From an optimization exercise on the open Yosys and OpenROAD flow, aimed at small area and a short achievable clock period; shortcuts taken in it are not production practice.
In this exercise RTL edits were held to simulation tests only and were not proved equivalent to the original.

==> flow/design.v, too long to show whole: its modules and the start of the top module <==
// module dct_fa: 10 lines
// module dct_ha: 9 lines
// module dct_xor: 7 lines
// module dct_xnor: 7 lines
// module dct_ao21: 8 lines
// module dct_aoi21: 8 lines
// module dct_oai21: 8 lines
// module dct_1d: 7435 lines
module dct_1d (
  input  logic                  aclk,
  input  logic                  rst_n,
  input  logic                  in_valid,
  input  dct_pkg::sample_vec_t  in_block,
  output logic                  out_valid,
  output dct_pkg::lane_vec_t    out_block
);
  // ...
==> flow/flow/run.sh <==
#!/bin/bash
set -euo pipefail
export BUFFER_PORTS_ARGS="-buffer_cell sky130_fd_sc_hd__buf_2"
bash standard.sh > standard.log 2>&1
==> flow/standard.sh <==
#!/bin/bash
# synth_recipe.tcl (not shown) runs the flow's synth.tcl, then flattens the netlist and writes it again
# the make line also repeats each setting of config.mk as NAME=value (left out here)
make -C /OpenROAD-flow-scripts/flow DESIGN_CONFIG=/design/flow/config.mk WORK_HOME=/design/flow/orfs CLKGATE_MAP_FILE= SYNTH_SCRIPT=/design/flow/synth_recipe.tcl "${@:-finish}"
==> flow/config.mk <==
export PLATFORM = sky130hd
export DESIGN_NAME = dct_1d
export DESIGN_NICKNAME = dct_1d
export VERILOG_FILES = /design/flow/design.v
export SDC_FILE = /design/flow/constraint.sdc
export NUM_CORES = 4
export LEC_CHECK = 0
export CAP_MARGIN = 20
export CORE_MARGIN = 2
export CORE_UTILIZATION = 40
export SETUP_SLACK_MARGIN = 5
export SLEW_MARGIN = 20
export SYNTH_HIERARCHICAL = 1
export SYNTH_MINIMUM_KEEP_SIZE = 0
==> flow/constraint.sdc <==
create_clock -name core_clock -period 9.0 [get_ports {aclk}]
set_input_delay 1.8000 -clock core_clock [delete_from_list [all_inputs] [get_ports {aclk}]]
set_output_delay 1.8000 -clock core_clock [all_outputs]
set_load 0.01 [all_outputs]
==> metrics.md, run 1 <==
| Metric | Value |
|---|---|
| R2R setup slack | `5490 ps` |
| Max-slew headroom | `41.22%` |
| Setup WS post-layout | `5491 ps` |
| Clock Skews | `36.79 ps` |
| Sequential share of cell area | `30.62%` |
| Synth warnings | `7` |
| Reg2reg end | `y5h_ci_r1` |
| Final hold slack | `306.5 ps` |
| Initial DRC Count | `1,812` |
| Top post-synthesis cells by count | `1,163 x dfxtp_1, 1,020 x fa_1, 499 x a21oi_2` |
| Top Layer Used | `met4` |
| Register area share after synthesis | `34.54%` |
| DR WL/cell | `19.03 um` |
| Setup crit end | `y5h_ci_r1` |
| Worst EP required | `9690 ps` |
| Storage cell area | `23,430 um^2` |
| #MultiIn Comb | `3,894` |
| Fin util | `45.31%` |
| Max stage delay cell, worst path | `dfxtp_1` |
| Wire length after detailed routing | `159,000 um` |
| Multiplexer share of the synthesized area | `0%` |
| Hold Buf Count CTS | `0` |
| Status | `no timing/DRC/antenna violations` |
| Max Cap Viol | `0` |
| CTS H-tree lvls | `4` |
| CTS root buffer | `clkbuf_16` |
| Clock Sink Count | `1,169` |
| Most frequent cells in the layout | `1,163 x dfxtp_1, 1,020 x fa_1, 499 x a21oi_2` |
| Tapcells | `2,218` |
| Hold crit path type | `reg2reg` |
| Tightest Pin Transition | `880.5 ps` |
| Starting Density | `40.17%` |
| I/O pins | `324` |
==> run 2, diff against run 1 <==
==> flow/flow/run.sh (replaced) <==
#!/bin/bash
set -euo pipefail
export BUFFER_PORTS_ARGS="-buffer_cell sky130_fd_sc_hd__buf_2"
export SETUP_SLACK_MARGIN=7
bash standard.sh > standard.log 2>&1
--- a/flow/config.mk
+++ b/flow/config.mk
@@ -9,5 +9,4 @@
 export CORE_MARGIN = 2
 export CORE_UTILIZATION = 40
-export SETUP_SLACK_MARGIN = 5
 export SLEW_MARGIN = 20
 export SYNTH_HIERARCHICAL = 1
==> metrics.md, run 2 <==
| Metric | Value |
|---|---|
| Status | `no timing/DRC/antenna violations` |
| CTS root buffer | `clkbuf_16` |
| GR Util met1 | `23.63%` |
| Row cnt | `151` |
| Cell area after synthesis | `67,850 um^2` |
| Starting Density | `40.17% (unchanged)` |
| WP data arrival | `1310 ps` |
| Largest net degree at the start of global routing | `17` |
| Die width | `415.9 um` |
| Clk pin slew, worst setup/hold paths | `60 ps` |
| Count leader, synth | `dfxtp_1` |
| Register area share after synthesis | `34.54% (unchanged)` |
| Vias per inst | `4.727` |
| Routed Antenna Nets | `0` |
| GR Layer Usage met2 | `38.23%` |
| Mapped Avg Cell Area | `12.15 um^2` |
| Total core area | `168,900 um^2` |
| CP Class | `reg2out` |
| Worst EP required | `7200 ps (-2490 ps)` |
| DR pass1 iterations | `5` |
| Vias in the first global route | `46.70k` |
| CTS tree | `built` |
| Startpoint types | `register` |
| Yosys cell types | `39` |
| Grt ovf | `0` |
| Fin util | `55.57% (+10 points)` |
| Ys flop type | `dfxtp_1` |
| #FFs+latches synth | `1,169` |
| Max Cap Viol | `0 (unchanged)` |
| HPWL Detailed | `134,800 um` |
| Max-slew headroom | `52.45% (+11 points)` |
| Post-synth EDFFs | `0` |
| Setup TNS | `0 ps` |
| Tcrit/Tclk final | `34.58%` |
| Crit path time final | `3112 ps` |
| Num CTS Buffers | `136` |
| Fillers | `13.64k` |
| Top post-synthesis cells by count | `1,163 x dfxtp_1, 1,020 x fa_1, 499 x a21oi_2` |
| Met3 Use GR | `3.234%` |
| Yosys top cell area share | `34.31%` |
| Asr flop ratio synth | `0.5133%` |
| Clock Sink Count | `1,169 (unchanged)` |
| Global placer's final weighted congestion | `0.8920` |
| Family with the most delay on the worst path | `flip-flops` |
| Vias | `42.76k` |
| Later-pin clock latency in the skew report | `780 ps` |
| Commonest non-fill, non-tap cell in the layout | `dfxtp_1` |
| DRC | `0` |
| Final Net Count | `8,249` |
| Final setup vio count | `0` |
| Slowest stage delay, CP | `390 ps` |
| Setup WS post-layout | `5888 ps (+397.3 ps)` |
| Die H | `415.9 um` |
| Synth top area cells | `dfxtp_1 34%, fa_1 30%, ha_1 7.1%, a21oi_2 6.4%, xor2_1 6.0%` |
| Hold Buf Count CTS | `0 (unchanged)` |
| CTS H-tree lvls | `4 (unchanged)` |
| Area leader, netlist | `dfxtp_1` |
| Share of layout cells above drive strength 1 | `51.63%` |
| Critical path fanouts, max | `7` |
| DP Cell Count | `8,096` |
| Initial antenna violation count | `30` |
| Tightest Pin Transition | `708.1 ps (-172.4 ps)` |
| Final non-filler cell total | `9,047` |
| Most frequent cells in the layout | `650 x dfxtp_1, 625 x fa_1, 456 x buf_6` |
| Buf+Inv Stages, Crit Path | `1` |
| F_max | `321.4 MHz` |
| Global-route wire length before repair | `270,300 um` |
| CTS Buffer Depth | `3` |
| Synth warnings | `7 (unchanged)` |
| Crit path capture type | `primary output` |
| Mapped Cells | `5,583` |
| Max-slew violations | `0` |
| Initial DRC Count | `1,512 (-17%)` |
| Total routing usage reported by global routing | `20.59%` |
| Area Overhead vs Synth | `38.33%` |
| Die footprint | `172,900 um^2` |
| Most Crowded Layer GR | `met2` |
| Crit path cell chain | `buf_2` |
| Max stage delay cell, worst path | `dfxtp_4` |
| Worst slack, placed | `5223 ps` |
| RSZ-0062 raised after global routing | `true` |
| I/O pins | `324 (unchanged)` |
| Hold crit path type | `reg2reg` |
| Port Buffers | `323` |
| Clock Skews | `27.07 ps (-9.720 ps)` |
| Fin. Hold Viols | `0` |
| DR WL/cell | `19.64 um (+3.2%)` |
| Wire length after detailed routing | `177,700 um (+12%)` |
[run 2: cell count changes in the layout (fill, tap and decap cells not counted), moves of 136 or more]
| cell | before | now |
|---|---|---|
| ha_1 | 386 | 236 |
| fa_1 | 1020 | 625 |
| a21oi_4 | 0 | 141 |
| dfxtp_2 | 0 | 272 |
| fa_2 | 0 | 395 |
| buf_6 | 0 | 456 |
| dfxtp_1 | 1163 | 650 |
| buf_2 | 323 | 129 |
| buf_4 | 1 | 376 |
| ha_4 | 0 | 136 |
| o21ai_1 | 243 | 67 |
| dfxtp_4 | 0 | 241 |
[run 2: cells by family after synthesis]
family	after synthesis	synth area share, %
xor+xnor	681	8.791
fa+ha+maj	1409	37.26
flops	1169	34.54
other cells	2	0.01107
buf+inv	540	3.253
simple gates	945	7.052
compound gates	837	9.100
[run 2: cell type report]
class	count	area (um^2)	area share, %
antenna	6	15.01	0.01600
clock inverter	81	1018	1.085
sequential	1169	24680	26.29
clock buffer	168	3740	3.985
inverter	492	1927	2.053
multi-input combinational	3894	50070	53.35
timing repair buffer	1019	9629	10.26
tap	2218	2775	2.957
[run 2: final timing paths]
path                             from        endpoint  slack [ps]  cells after the start
hold / removal               d1_r2[9]        d1_r3[9]         320                      0
min in group asynchronous       rst_n        vpipe[1]         840                      1
hold reg to reg              d1_r2[9]        d1_r3[9]         320                      0
setup reg to reg           d5_n_r1[9]       y5h_ci_r1        5970                      9
setup / recovery            d2_r3[17]  out_block[141]        5890                      1
max in group asynchronous       rst_n        vpipe[4]        8010                      1
[run 2: Yosys stat by module, one instance, submodules excluded]
module | cells inside | copies in the design
dct_oai21 | 1 | 242
dct_fa | 1 | 1020
dct_aoi21 | 1 | 499
dct_1d | 2755 | 1
dct_xor | 1 | 464
dct_xnor | 1 | 217
dct_ha | 1 | 386
[run 2: worst register-to-register path, cell delays in order, from the launching register on]
cell,delay [ps]
dfxtp_4,360
fa_2,400
fa_2,370
fa_2,540
fa_2,430
ha_1,280
nand2_1,70
nor3_2,120
nand2_1,70
o211ai_1,270
[run 2: metrics by stage]
stage          area, um^2  hold WS [ps]
2_1_floorplan       71920         308.9
3_3_place_gp        75780         310.5
3_5_place_dp        75780         312.0
4_1_cts             89520         314.5
5_1_grt             93850         325.7
6_report            93850         317.2
[run 2: timing repair]
action	4_1_cts	5_1_grt
setup buffers	451	245
endpoints found under the setup margin	825	828
pin swaps	535	484
resized for setup	1183	551
[run 2: routing by layer]
| layer | up-vias | share of wire, % |
|---|---|---|
| met1 | 21670 | 38 |
| met5 | - | 0.064 |
| met2 | 726 | 54 |
| met3 | 293 | 3.6 |
| met4 | 20 | 4.0 |
| li1 | 20060 | - |
==> run 3, diff against run 2 <==
==> flow/flow/run.sh (replaced) <==
#!/bin/bash
set -euo pipefail
export BUFFER_PORTS_ARGS="-buffer_cell sky130_fd_sc_hd__buf_2"
export SETUP_SLACK_MARGIN=6
bash standard.sh > standard.log 2>&1
==> metrics.md, run 3 <==
| Metric | Value |
|---|---|
| Synth warnings | `7 (unchanged)` |
| Num CTS Buffers | `142 (+4.4%)` |
| DR pass1 iterations | `5 (unchanged)` |
| Crit path time final | `3098 ps (-13.48 ps)` |
| Reg2reg end | `y5h_ci_r1` |
| Crit path cell chain | `buf_2` |
| Mapped Cells | `5,583 (unchanged)` |
| Status | `no timing/DRC/antenna violations` |
| R2R depth | `9 (unchanged)` |
| Final Net Count | `7,612 (-7.7%)` |
| Mapped Avg Cell Area | `12.15 um^2 (unchanged)` |
| Total core area | `168,900 um^2 (unchanged)` |
| Slowest stage delay, CP | `380 ps (about the same)` |
| I/O pins | `324 (unchanged)` |
| Max Cap Viol | `0 (unchanged)` |
| Global placer's final weighted congestion | `0.9168 (+2.8%)` |
| Yosys cell types | `39 (unchanged)` |
| Grt ovf | `0 (unchanged)` |
| Yosys top cell area share | `34.31% (unchanged)` |
| Max-slew headroom | `49.75% (-2.7 points)` |
| CTS root buffer | `clkbuf_16` |
| Vias per inst | `4.701 (-0.55%)` |
| #FFs+latches synth | `1,169 (unchanged)` |
| WP data arrival | `1300 ps (about the same)` |
| Die H | `415.9 um (unchanged)` |
| R2R setup slack | `5940 ps (-30 ps)` |
| Wire length after detailed routing | `159,700 um (-10%)` |
| DRC | `0 (unchanged)` |
| Commonest non-fill, non-tap cell in the layout | `fa_1` |
| Area Overhead vs Synth | `16.27%` |
| Setup TNS | `0 ps (unchanged)` |
| Fillers | `15.38k (+13%)` |
| Fin util | `46.71% (-8.9 points)` |
| Crit path capture type | `primary output` |
| Clk pin slew, worst setup/hold paths | `60 ps (about the same)` |
| Storage cell area | `23,850 um^2 (-3.4%)` |
| CP Class | `reg2out` |
| RSZ-0062 raised after global routing | `true` |
| Clock Sink Count | `1,169 (unchanged)` |
| Count leader, synth | `dfxtp_1` |
| Final setup vio count | `0 (unchanged)` |
| Tcrit/Tclk final | `34.43% (-0.15 points)` |
| Die footprint | `172,900 um^2 (unchanged)` |
| Max-slew violations | `0 (unchanged)` |
| Buf+Inv Stages, Crit Path | `1 (unchanged)` |
| Most frequent cells in the layout | `993 x fa_1, 953 x dfxtp_1, 483 x a21oi_2` |
| F_max | `322.8 MHz (+0.44%)` |
| CTS tree | `built` |
| Setup crit end | `out_block[141]` |
| Startpoint types | `register` |
| Family with the most delay on the worst path | `flip-flops` |
| Worst EP required | `7200 ps (about the same)` |
| Tightest Pin Transition | `752.7 ps (+44.59 ps)` |
| Asr flop ratio synth | `0.5133% (unchanged)` |
| DR WL/cell | `18.97 um (-3.4%)` |
| Area leader, netlist | `dfxtp_1` |
| Ys flop type | `dfxtp_1` |
| CTS H-tree lvls | `4 (unchanged)` |
| Critical Path Stages | `1 (unchanged)` |
| Largest net degree at the start of global routing | `17 (unchanged)` |
| Top post-synthesis cells by count | `1,163 x dfxtp_1, 1,020 x fa_1, 499 x a21oi_2` |
| Register area share after synthesis | `34.54% (unchanged)` |
| Setup crit start | `d2_r3[17]` |
| Total routing usage reported by global routing | `18.92% (-1.7 points)` |
| Clock Skews | `32.43 ps (+5.362 ps)` |
| Row cnt | `151 (unchanged)` |
| GR Layer Usage met2 | `35.26% (-3.0 points)` |
| Die width | `415.9 um (unchanged)` |
| Port Buffers | `323 (unchanged)` |
| Initial DRC Count | `1,424 (-5.8%)` |
| Vias | `39.57k (-7.5%)` |
| Hold Buf Count CTS | `0 (unchanged)` |
| Post-synth EDFFs | `0 (unchanged)` |
| Multi-input gate area | `42,960 um^2 (-14%)` |
| Later-pin clock latency in the skew report | `800 ps (+20 ps)` |
| Starting Density | `40.17% (unchanged)` |
| Critical path fanouts, max | `7 (unchanged)` |
| Most Crowded Layer GR | `met2` |
| Share of layout cells above drive strength 1 | `23.69% (-28 points)` |
| HPWL Detailed | `130,900 um (-2.9%)` |
| Worst r2r src | `d5_r1[2]` |
| Global-route wire length before repair | `250,100 um (-7.5%)` |
| Met3 Use GR | `2.929% (-0.30 points)` |
| Hold crit path type | `reg2reg` |
| Fin. Hold Viols | `0 (unchanged)` |
| Vias in the first global route | `43.65k (-6.5%)` |
| Routed Antenna Nets | `0 (unchanged)` |
| Max stage delay cell, worst path | `dfxtp_4` |
| CTS Buffer Depth | `3 (unchanged)` |
| Synth top area cells | `dfxtp_1 34%, fa_1 30%, ha_1 7.1%, a21oi_2 6.4%, xor2_1 6.0%` |
| Cell area after synthesis | `67,850 um^2 (unchanged)` |
| Initial antenna violation count | `12 (-60%)` |
| GR Util met1 | `21.32% (-2.3 points)` |
## run 3: cell count changes in the layout (fill, tap and decap cells not counted), moves of 119 or more
cell | previous run | this run
fa_2 | 395 | 27
a21oi_4 | 141 | 16
a21oi_2 | 364 | 483
dfxtp_4 | 241 | 60
dfxtp_1 | 650 | 953
fa_1 | 625 | 993
buf_4 | 376 | 50
o21ai_1 | 67 | 220
dfxtp_2 | 272 | 150
ha_1 | 236 | 363
buf_6 | 456 | 90
## run 3: logic make-up after synthesis
group                      share of synthesized area (%)
other                                            0.01107
adders and majority gates                          37.26
and+or+nand+nor                                    7.052
xor gates and xnor gates                           8.791
DFF                                                34.54
buffers and inverters                              3.253
AOI/OAI and AO/OA                                  9.100
## run 3: what timing repair did
action / CTS / global route
pin swaps: 11 / 19
setup endpoints to repair: 250 / 257
gates resized for setup: 233 / 186
hold endpoints to repair: 0 / 0
buffers inserted: 28 / 25
## run 3: Yosys stat by module, one instance, submodules excluded
module	cells inside	times used	flops+latches
dct_1d	2755	1	1169
dct_fa	1	1020	0
dct_ha	1	386	0
dct_aoi21	1	499	0
dct_xnor	1	217	0
dct_xor	1	464	0
dct_oai21	1	242	0
## run 3: stage by stage
stage               cell area (um^2)  setup slack (ps)  hold slack (ps)  instances
CTS                            78100              5839            307.2       8385
floorplan                      68330              6000            309.6       5603
detailed placement             72360              5169            312.1       8096
global route                   78890              5832            317.4       8417
finish                         78890              5902            308.9       8417
global placement               72360              5253            312.9       8096
## run 3: how the worst min path moves through the flow
stage	start	to	slack (ps)	cells after the start
final	b4_r2[13]	b4_r3[13]	310	0
after global placement	d2_r2[8]	d2_r3[8]	310	0
after detailed placement	d0_r2[14]	d0_r3[14]	310	0
after CTS	b4_r2[13]	b4_r3[13]	310	0
after global routing	b4_r2[13]	b4_r3[13]	320	0
after floorplan	b4_r1[10]	b4_r2[10]	310	0
## run 3: per-layer routing
metal	share of wire [%]	vias up
met2	54	646
met4	4.0	0
met3	3.3	282
li1	-	18800
met5	0	-
met1	39	19840
## run 3: layout make-up
type,instances,share of cell area (%)
Sequential cell,1169,30.23
Antenna cell,7,0.02220
Multi-Input combinational cell,3894,54.46
Tap cell,2218,3.518
Inverter,492,2.341
Clock inverter,72,1.210
Clock buffer,189,4.956
Timing Repair Buffer,376,3.270
==> run 4, diff against run 3 <==
==> flow/flow/run.sh (replaced) <==
#!/bin/bash
set -euo pipefail
export BUFFER_PORTS_ARGS="-buffer_cell sky130_fd_sc_hd__buf_1"
bash standard.sh > standard.log 2>&1
--- a/flow/config.mk
+++ b/flow/config.mk
@@ -9,4 +9,5 @@
 export CORE_MARGIN = 2
 export CORE_UTILIZATION = 40
+export SETUP_SLACK_MARGIN = 5
 export SLEW_MARGIN = 20
 export SYNTH_HIERARCHICAL = 1
==> metrics.md, run 4 <==
| Metric | Value |
|---|---|
| Die footprint | `172,900 um^2 (unchanged)` |
| Top post-synthesis cells by count | `1,163 x dfxtp_1, 1,020 x fa_1, 499 x a21oi_2` |
| Clock Sink Count | `1,169 (unchanged)` |
| Final hold slack | `303.4 ps (-5.469 ps)` |
| Hold Buf Count CTS | `0 (unchanged)` |
| Hold Crit Start | `d2_r1[0]` |
| Compound-Gate Fraction of Synth Area | `9.100% (unchanged)` |
| Yosys top cell area share | `34.31% (unchanged)` |
| Commonest non-fill, non-tap cell in the layout | `dfxtp_1` |
| # Post-CTS Setup Buffers | `0 (-100%)` |
| Initial DRC Count | `1,695 (+19%)` |
| Total routing usage reported by global routing | `18.77% (-0.15 points)` |
| Largest net degree at the start of global routing | `17 (unchanged)` |
| Status | `no timing/DRC/antenna violations` |
| Asr flop ratio synth | `0.5133% (unchanged)` |
| R2R setup slack | `5530 ps (-410 ps)` |
| Clock Skews | `42.43 ps (+10.00 ps)` |
| Area leader, netlist | `dfxtp_1` |
| RSZ-0062 raised after global routing | `false` |
| Reg2reg end | `y5h_ci_r1` |
| Global placer's final weighted congestion | `0.9244 (+0.83%)` |
| CTS Buffer Depth | `3 (unchanged)` |
| Fin util | `45.24% (-1.5 points)` |
| Crit path cell chain | `fa_1 > fa_1 > fa_1 > fa_1 > ha_1 > nand2_1 > nor3_1 > nand2_1 > o211ai_1` |
| Vias | `39.23k (-0.87%)` |
| WP data arrival | `4180 ps (+2880 ps)` |
| Synth top area cells | `dfxtp_1 34%, fa_1 30%, ha_1 7.1%, a21oi_2 6.4%, xor2_1 6.0%` |
| R2R depth | `9 (unchanged)` |
| F_max | `287.8 MHz (-11%)` |
| DR pass1 iterations | `8 (+3)` |
| CTS H-tree lvls | `4 (unchanged)` |
| Count leader, synth | `dfxtp_1` |
| Tcrit/Tclk final | `38.61% (+4.2 points)` |
| Yosys cell types | `39 (unchanged)` |
| Final setup vio count | `0 (unchanged)` |
| I/O pins | `324 (unchanged)` |
| Hold Path Cell Cnt | `0 (unchanged)` |
| Fillers | `15.55k (+1.1%)` |
| Die width | `415.9 um (unchanged)` |
| Critical path fanouts, max | `8 (+1)` |
| Startpoint types | `register` |
| Worst r2r src | `d5_r1[6]` |
| Hold path endpoint | `d2_r2[0]` |
| Storage cell area | `23,430 um^2 (-1.7%)` |
| Max stage delay cell, worst path | `dfxtp_1` |
| Ys flop type | `dfxtp_1` |
| Worst EP required | `9710 ps (+2510 ps)` |
| Multiplexer share of the synthesized area | `0% (unchanged)` |
| HPWL Detailed | `131,200 um (+0.23%)` |
| Cell area after synthesis | `67,850 um^2 (unchanged)` |
| Post-Synth Adder-Cell Area | `37.26% (unchanged)` |
| Synthesized-area fraction occupied by and/or/nand/nor cells | `7.052% (unchanged)` |
| CTS tree | `built` |
| Crit path time final | `3475 ps (+376.6 ps)` |
| Share of layout cells above drive strength 1 | `12.80% (-11 points)` |
| Num CTS Buffers | `137 (-3.5%)` |
| Most used cell, CP | `fa_1` |
| Crit path capture type | `register` |
| Multi-input gate area | `42,290 um^2 (-1.6%)` |
| Synth warnings | `7 (unchanged)` |
| CTS root buffer | `clkbuf_16` |
| Max-slew violations | `0 (unchanged)` |
| Grt ovf | `0 (unchanged)` |
| Global-route wire length before repair | `247,200 um (-1.1%)` |
| Fin. Hold Viols | `0 (unchanged)` |
| Register area share after synthesis | `34.54% (unchanged)` |
| DR WL/cell | `18.94 um (-0.17%)` |
| Port Buffers | `323 (unchanged)` |
| Xor/xnor share of the synthesized area | `8.791% (unchanged)` |
| Max Cap Viol | `0 (unchanged)` |
| Clk pin slew, worst setup/hold paths | `60 ps (about the same)` |
| Die H | `415.9 um (unchanged)` |
| Setup TNS | `0 ps (unchanged)` |
| Routed Antenna Nets | `0 (unchanged)` |
| CP Class | `reg2reg` |
| Max-slew headroom | `42.21% (-7.5 points)` |
| Mapped Cells | `5,583 (unchanged)` |
| Area Overhead vs Synth | `12.62%` |
| Starting Density | `40.17% (unchanged)` |
| DRC | `0 (unchanged)` |
| Slowest stage delay, CP | `770 ps (+390 ps)` |
| Mapped Avg Cell Area | `12.15 um^2 (unchanged)` |
| Hold crit path type | `reg2reg` |
| Row cnt | `151 (unchanged)` |
| Tightest Pin Transition | `865.7 ps (+113.0 ps)` |
| Vias per inst | `4.696 (about the same)` |
| Largest family of logic cells by synthesized area | `adder cells` |
| Vias in the first global route | `43.02k (-1.4%)` |
| CTS resizes | `0 (-100%)` |
| Initial antenna violation count | `7 (-5)` |
| Total core area | `168,900 um^2 (unchanged)` |
| Final Net Count | `7,554 (-0.76%)` |
| #FFs+latches synth | `1,169 (unchanged)` |
| Most frequent cells in the layout | `1,163 x dfxtp_1, 1,020 x fa_1, 499 x a21oi_2` |
| Later-pin clock latency in the skew report | `800 ps (about the same)` |
| Wire length after detailed routing | `158,200 um (-0.94%)` |
| Post-synth EDFFs | `0 (unchanged)` |
[run 4: cell counts after synthesis]
No cell type changed its count.
[run 4: worst max-delay path: cells and delay by family, from the launching register on]
| kind | cells | cell delay [ps] |
|---|---|---|
| AND/OR/NAND/NOR | 3 | 370 |
| adder cells (fa/ha/maj) | 5 | 2110 |
| flip-flops | 1 | 770 |
| AO/OA/AOI/OAI | 1 | 140 |
[run 4: per-layer routing]
metal  share of wire [%]  GRT usage [%]
met5                   0              0
met3                 3.4          2.859
met2                  53          34.43
met1                  39          21.47
met4                 4.1          8.308
[run 4: cells by family (layout without fill, tap and decap cells)]
family	after synthesis	after routing
other cells	2	29
flops	1169	1169
xor+xnor	681	681
fa+ha+maj	1409	1409
compound gates	837	837
buf+inv	540	1064
simple gates	945	945
[run 4: per-stage QoR]
stage          area, um^2  setup WS (ps)  cells
3_3_place_gp        71550           4908   8096
6_report            76410           5525   8352
5_1_grt             76410           5326   8350
2_1_floorplan       67930           5769   5603
3_5_place_dp        71550           4910   8096
4_1_cts             76400           5485   8345
[run 4: worst max-delay path by stage]
stage               slack, ps           from  cells after the start   endpoint
floorplan                5770  in_block[113]                      7  b0_r1[15]
global placement         4910  in_block[113]                      8  b0_r1[12]
detailed placement       4910  in_block[113]                      8  b0_r1[12]
CTS                      5490       d6_r1[4]                      9  y6h_ci_r1
global route             5330       d6_r1[4]                      9  y6h_ci_r1
finish                   5530       d5_r1[6]                      9  y5h_ci_r1
[run 4: per-module statistics from Yosys (local to each module, per instance)]
module     cells  times used  area [um^2]  flip-flops and latches
dct_oai21      1         242        5.005                       0
dct_1d      2755           1        31050                    1169
dct_xor        1         464        8.758                       0
dct_fa         1        1020        20.02                       0
dct_ha         1         386        12.51                       0
dct_aoi21      1         499        8.758                       0
dct_xnor       1         217        8.758                       0
[run 4: cell type report]
cell class / count / share of cell area [%]
clock inverters: 72 / 1.367
inverters: 492 / 2.417
diodes: 7 / 0.02292
repair buffers: 323 / 1.587
flip-flops and latches: 1169 / 30.66
multi-input cells: 3894 / 55.34
clock buffers: 177 / 4.973
well taps: 2218 / 3.632

[what the ideal ports hide]
In the flow no input, the clock included, has a driving cell. The finished layouts below were timed again as built, in two steps. Step 1: set_driving_cell puts a clkbuf_16 on aclk and a buf_2 on each other input, an assumption about the parent block. Step 2 moves the port delays by t, midway between the first and last clock arrival at a register: inputs arrive t later, outputs are due t later. That takes back most of the time a late clock gives input paths. a / b / c = ideal ports / drivers / drivers and shift; a / b = the first two.
run | t (ns) | slack for setup (ns) | hold slack, ns | clock arrival spread, ns | worst data-port slew with drivers (ns)
run 1 | 0.852 | 5.491 / 5.491 / 4.986 | 0.306 / 0.306 / 0.306 | 0.038 / 0.038 | 0.35
run 2 | 0.860 | 5.888 / 5.799 / 5.556 | 0.317 / 0.317 / 0.317 | 0.028 / 0.028 | 0.25
run 3 | 0.866 | 5.902 / 5.817 / 5.345 | 0.309 / 0.309 / 0.309 | 0.040 / 0.040 | 0.18
run 4 | 0.863 | 5.525 / 5.525 / 4.996 | 0.303 / 0.303 / 0.303 | 0.043 / 0.043 | 0.34
After both steps setup and hold are still met in every run listed. The setup slack of run 3, which loses most, moves by -0.085 ns with the drivers and by -0.557 ns with both steps.
